From an optimization exercise on the open Yosys and OpenROAD flow, aimed at small area and a short achievable clock period; shortcuts taken in it are not production practice.
No activity file was given, so power comes from the tool's default toggle rates.

==> flow/design.v <==
package poker_pkg;
    localparam int NUM_RANKS   = 13;
    localparam int NUM_SUITS   = 4;
    localparam int HOLE_CARDS  = 2;
    localparam int BOARD_CARDS = 5;
    localparam int RUN_LEN     = 5;
    localparam logic [3:0] CARD_MIN = 4'd2;
    localparam logic [3:0] CARD_MAX = 4'd14;
    localparam logic [4:0] CAT_ROYAL          = 5'd31;
    localparam logic [4:0] CAT_STRAIGHT_FLUSH = 5'd30;
    localparam logic [4:0] CAT_FOUR           = 5'd29;
    localparam logic [4:0] CAT_FULL_HOUSE     = 5'd28;
    localparam logic [4:0] CAT_FLUSH          = 5'd27;
    localparam logic [4:0] CAT_STRAIGHT       = 5'd26;
    localparam logic [4:0] CAT_THREE          = 5'd25;
    localparam logic [4:0] CAT_TWO_PAIR       = 5'd24;
    localparam logic [4:0] CAT_HIGH           = 5'd0;
    localparam logic [4:0] PAIR_BASE          = 5'd10;   
    localparam logic [3:0] HC_ROYAL          = 4'd0;
    localparam logic [3:0] HC_STRAIGHT_FLUSH = 4'd1;
    localparam logic [3:0] HC_FOUR           = 4'd2;
    localparam logic [3:0] HC_FULL_HOUSE     = 4'd3;
    localparam logic [3:0] HC_FLUSH          = 4'd4;
    localparam logic [3:0] HC_STRAIGHT       = 4'd5;
    localparam logic [3:0] HC_THREE          = 4'd6;
    localparam logic [3:0] HC_TWO_PAIR       = 4'd7;
    localparam logic [3:0] HC_PAIR           = 4'd8;
    localparam logic [3:0] HC_HIGH           = 4'd9;
endpackage
`timescale 1ns/1ns
module poker_eval_top (
    input  logic        clk,
    input  logic        rst_n,
    input  logic        in_valid,
    input  logic [11:0] hole_cards,
    input  logic [29:0] board_cards,
    output logic        out_valid,
    output logic [17:0] score
);
    function automatic logic [3:0] ge4of7(input logic [6:0] x);
        logic a1, a2, a3, a4, b1, b2, b3;
        a1 = |x[3:0];
        a2 = (x[0] | x[1]) & (x[2] | x[3]) | (x[0] & x[1]) | (x[2] & x[3]);
        a3 = (x[0] & x[1]) & (x[2] | x[3]) | (x[2] & x[3]) & (x[0] | x[1]);
        a4 = &x[3:0];
        b1 = |x[6:4];
        b2 = (x[4] & x[5]) | (x[6] & (x[4] | x[5]));
        b3 = &x[6:4];
        ge4of7 = {a4 | (a3 & b1) | (a2 & b2) | (a1 & b3),
                  a3 | b3 | (a2 & b1) | (a1 & b2),
                  a2 | b2 | (a1 & b1),
                  a1 | b1};
    endfunction
    function automatic logic [2:0] ge7of7(input logic [6:0] x);
        logic a2, a3, a4, b1, b2, b3;
        a2 = (x[0] | x[1]) & (x[2] | x[3]) | (x[0] & x[1]) | (x[2] & x[3]);
        a3 = (x[0] & x[1]) & (x[2] | x[3]) | (x[2] & x[3]) & (x[0] | x[1]);
        a4 = &x[3:0];
        b1 = |x[6:4];
        b2 = (x[4] & x[5]) | (x[6] & (x[4] | x[5]));
        b3 = &x[6:4];
        ge7of7 = {a4 & b3, (a4 & b2) | (a3 & b3), (a4 & b1) | (a3 & b2) | (a2 & b3)};
    endfunction
    logic [41:0] cards;
    logic [6:0]  sh [4];                 
    logic [3:0]  fsuit;                  
    logic [3:0]  six, sev;               
    logic        flush_d, clr1_d, clr2_d;
    logic [27:0] nums_d;                 
    assign cards = {board_cards, hole_cards};
    always_comb begin
        for (int s = 0; s < 4; s++) begin
            logic [2:0] c;
            for (int i = 0; i < 7; i++) sh[s][i] = (cards[6*i +: 2] == 2'(s));
            c = ge7of7(sh[s]);
            fsuit[s] = c[0];
            six[s]   = c[1];
            sev[s]   = c[2];
        end
        flush_d = |fsuit;
        clr1_d  = !flush_d || |six;
        clr2_d  = !flush_d || |sev;
        for (int i = 0; i < 7; i++)
            nums_d[4*i +: 4] = (!flush_d || |(fsuit & {sh[3][i], sh[2][i], sh[1][i], sh[0][i]}))
                               ? cards[6*i+2 +: 4] : 4'd0;
    end
    logic [27:0] nums;
    logic        flush, clr1, clr2;
    logic        s1_valid;
    always_ff @(posedge clk) begin
        nums  <= nums_d;
        flush <= flush_d;
        clr1  <= clr1_d;
        clr2  <= clr2_d;
    end
    always_ff @(posedge clk or negedge rst_n) begin
        if (!rst_n) s1_valid <= 1'b0;
        else        s1_valid <= in_valid;
    end
    logic [12:0] m, pr, tr, qd, sg;     
    always_comb begin
        for (int k = 0; k < 13; k++) begin
            logic [6:0] x;
            logic [3:0] c;
            for (int i = 0; i < 7; i++) x[i] = (nums[4*i +: 4] == 4'(k + 2));
            c = ge4of7(x);
            m[k]  = c[0];
            sg[k] = c[0] & ~c[1];
            pr[k] = c[1] & ~c[2];
            tr[k] = c[2] & ~c[3];
            qd[k] = c[3];
        end
    end
    function automatic logic [12:0] top1(input logic [12:0] x);
        logic [12:0] t;
        for (int r = 0; r < 13; r++) t[r] = x[r] && !(|(x >> (r + 1)));
        top1 = t;
    endfunction
    function automatic logic [12:0] top2(input logic [12:0] x);
        logic [12:0] t;
        logic [12:0] one;
        for (int r = 0; r < 13; r++) one[r] = |(x >> (r + 1));
        for (int r = 0; r < 13; r++) t[r] = x[r] && one[r] && !(|((x & one) >> (r + 1)));
        top2 = t;
    endfunction
    function automatic logic [12:0] top3(input logic [12:0] x);
        logic [12:0] t;
        logic [12:0] one, two;
        for (int r = 0; r < 13; r++) one[r] = |(x >> (r + 1));
        for (int r = 0; r < 13; r++) two[r] = |((x & one) >> (r + 1));
        for (int r = 0; r < 13; r++) t[r] = x[r] && two[r] && !(|((x & two) >> (r + 1)));
        top3 = t;
    endfunction
    function automatic logic [3:0] enc(input logic [12:0] x);
        logic [3:0] e;
        e = '0;
        for (int r = 0; r < 13; r++) if (x[r]) e = e | 4'(r + 1);
        enc = e;
    endfunction
    logic [8:0]  win;
    logic        wheel, run_found;
    logic [12:0] run_low;
    always_comb begin
        for (int lo = 0; lo < 9; lo++) win[lo] = &m[lo +: 5];
        wheel     = &{m[12], m[3:0]};
        run_found = |win | wheel;
        run_low   = top1({4'b0, win});
    end
    logic [12:0] top5;
    always_comb begin
        logic [12:0] any_b, two_b;
        for (int k = 0; k < 13; k++) any_b[k] = |(m & ((13'd1 << k) - 13'd1));
        for (int k = 0; k < 13; k++) two_b[k] = |(m & any_b & ((13'd1 << k) - 13'd1));
        for (int k = 0; k < 13; k++)
            top5[k] = m[k] && !(clr1 && !any_b[k]) && !(clr2 && any_b[k] && !two_b[k]);
    end
    logic        any_q, any_t, any_p, two_t, two_p;
    logic [12:0] t1, p1, p2, p3, kmask, k1, k2, k3, fh2, tp3;
    logic [3:0]  a_dec, b_dec, c_dec, d_dec;
    logic        is_four, is_fh, is_three, is_tp, is_pair;
    always_comb begin
        any_q = |qd;
        any_t = |tr;
        any_p = |pr;
        t1    = top1(tr);
        p1    = top1(pr);
        p2    = top2(pr);
        p3    = top3(pr);
        two_t = |(tr & ~t1);
        two_p = |(pr & ~p1);
        kmask = any_q ? (m & ~qd) : sg;
        k1    = top1(kmask);
        k2    = top2(kmask);
        k3    = top3(kmask);
        fh2   = top1((tr & ~t1) | pr);
        tp3   = top1(sg | p3);
        is_four  = any_q;
        is_fh    = any_t && (two_t || any_p);
        is_three = any_t;
        is_tp    = two_p;
        is_pair  = any_p;
        a_dec = any_q ? enc(qd) : (any_t ? enc(t1) : enc(p1));
        if (is_four)      b_dec = enc(k1);
        else if (is_fh)   b_dec = enc(fh2);
        else if (is_three)b_dec = enc(k1);
        else if (is_tp)   b_dec = enc(p2);
        else              b_dec = enc(k1);
        c_dec = (is_tp && !is_three) ? enc(tp3) : enc(k2);
        d_dec = enc(k3);
    end
    logic [4:0]  cat_d;
    logic [12:0] tb_d;
    always_comb begin
        if (flush) begin
            if (win[8])          begin cat_d = 5'd31; tb_d = '0; end
            else if (run_found)  begin cat_d = 5'd30; tb_d = run_low; end
            else                 begin cat_d = 5'd27; tb_d = top5; end
        end
        else if (is_four)        begin cat_d = 5'd29; tb_d = {a_dec, b_dec, 5'd0}; end
        else if (is_fh)          begin cat_d = 5'd28; tb_d = {a_dec, b_dec, 5'd0}; end
        else if (run_found)      begin cat_d = 5'd26; tb_d = run_low; end
        else if (is_three)       begin cat_d = 5'd25; tb_d = {a_dec, b_dec, c_dec, 1'b0}; end
        else if (is_tp)          begin cat_d = 5'd24; tb_d = {a_dec, b_dec, c_dec, 1'b0}; end
        else if (is_pair)        begin cat_d = 5'd10 + {1'b0, a_dec}; tb_d = {b_dec, c_dec, d_dec, 1'b0}; end
        else                     begin cat_d = 5'd0;  tb_d = top5; end
    end
    always_ff @(posedge clk or negedge rst_n) begin
        if (!rst_n) begin
            score     <= '0;
            out_valid <= 1'b0;
        end else begin
            out_valid <= s1_valid;
            if (s1_valid) score <= {cat_d, tb_d};
        end
    end
endmodule
==> flow/config.mk <==
export PLATFORM = sky130hd
export DESIGN_NAME = poker_eval_top
export DESIGN_NICKNAME = poker_eval_top
export VERILOG_FILES = /design/flow/design.v
export SDC_FILE = /design/flow/constraint.sdc
export NUM_CORES = 4
export LEC_CHECK = 0
export ABC_AREA = 1
export CAP_MARGIN = 20
export CORE_MARGIN = 2
export CORE_UTILIZATION = 40
export SLEW_MARGIN = 20
==> flow/constraint.sdc <==
create_clock -name core_clock -period 10.0 [get_ports {clk}]
set_input_delay 2.0000 -clock core_clock [delete_from_list [all_inputs] [get_ports {clk}]]
set_output_delay 2.0000 -clock core_clock [all_outputs]
set_load 0.01 [all_outputs]
run.sh (not shown) runs the stock make flow with config.mk's settings and CLKGATE_MAP_FILE= SYNTH_SCRIPT=/design/flow/synth_recipe.tcl, a recipe that flattens the netlist after the stock synthesis.
The baseline completed with no timing, DRC or antenna violations.
Rerun with:
==> flow/flow/run.sh (new file) <==
#!/bin/bash
# Standard layout, with fast port buffers and timing repair aimed below the clock period.
set -euo pipefail
export BUFFER_PORTS_ARGS="-buffer_cell sky130_fd_sc_hd__buf_2"
export SETUP_SLACK_MARGIN=6
bash standard.sh > standard.log 2>&1
==> flow/standard.sh (new file) <==
#!/bin/bash
# synth_recipe.tcl (not shown) runs the flow's synth.tcl, then flattens the netlist and writes it again
# the make line also repeats each setting of config.mk as NAME=value (left out here)
make -C /OpenROAD-flow-scripts/flow DESIGN_CONFIG=/design/flow/config.mk WORK_HOME=/design/flow/orfs CLKGATE_MAP_FILE= SYNTH_SCRIPT=/design/flow/synth_recipe.tcl "${@:-finish}"
removed: flow/run.sh
After rerunning: The changed run completed without violations; via count rose by 3.8%; design area goes up by 8.8%; worst hold slack is about the same; total power came out higher by 3.6%; routed wire length rose by 6.8%; worst setup slack improved by 0.96 ns; non-clock buffer count is higher by 32; synthesized cell count is unchanged; global-route usage went up by 0.63 points; maximum frequency rose by 25%; synthesized area does not change.
Rerun with:
--- a/flow/flow/run.sh
+++ b/flow/flow/run.sh
@@ -3,4 +3,4 @@
 set -euo pipefail
 export BUFFER_PORTS_ARGS="-buffer_cell sky130_fd_sc_hd__buf_2"
-export SETUP_SLACK_MARGIN=6
+export SETUP_SLACK_MARGIN=7
 bash standard.sh > standard.log 2>&1
What happened: Setup slack gets better by 0.13 ns. Core utilization climbs by 14 points. First-iteration DRC count came out higher by 3.8%.
No functional check of the RTL was part of any run of this note.

==> re-timing with driven ports <==
No port has a modelled driver above. Below, the same layouts with a new extraction and two added sets of constraints. Step 1: set_driving_cell puts a clkbuf_16 on clk and a buf_2 on each other input, an assumption about the parent block. Step 2 times the ports against the registers' clock, not the clock port: input delays grow and output delays shrink by t, the midpoint of the rising clock arrivals with the driver on. Slacks: ideal ports / drivers / drivers and shift; pairs: ideal ports / drivers.
run | shift t [ns] | setup WS [ns] | hold slack, ns | worst setup path after step 2 | worst register clock-pin slew, ns
the first run | 0.343 | 5.148 / 5.171 / 4.828 | 0.485 / 0.485 / 0.485 | input to register | 0.07 / 0.07
the second run | 0.356 | 6.107 / 6.135 / 5.778 | 0.484 / 0.484 / 0.484 | input to register | 0.08 / 0.08
the third run | 0.353 | 6.240 / 6.240 / 6.039 | 0.493 / 0.493 / 0.493 | input to register | 0.07 / 0.07
After both steps every run listed still meets setup and hold. The setup slack of the second run, which loses most, moves by +0.028 ns with the drivers and by -0.329 ns with both steps.
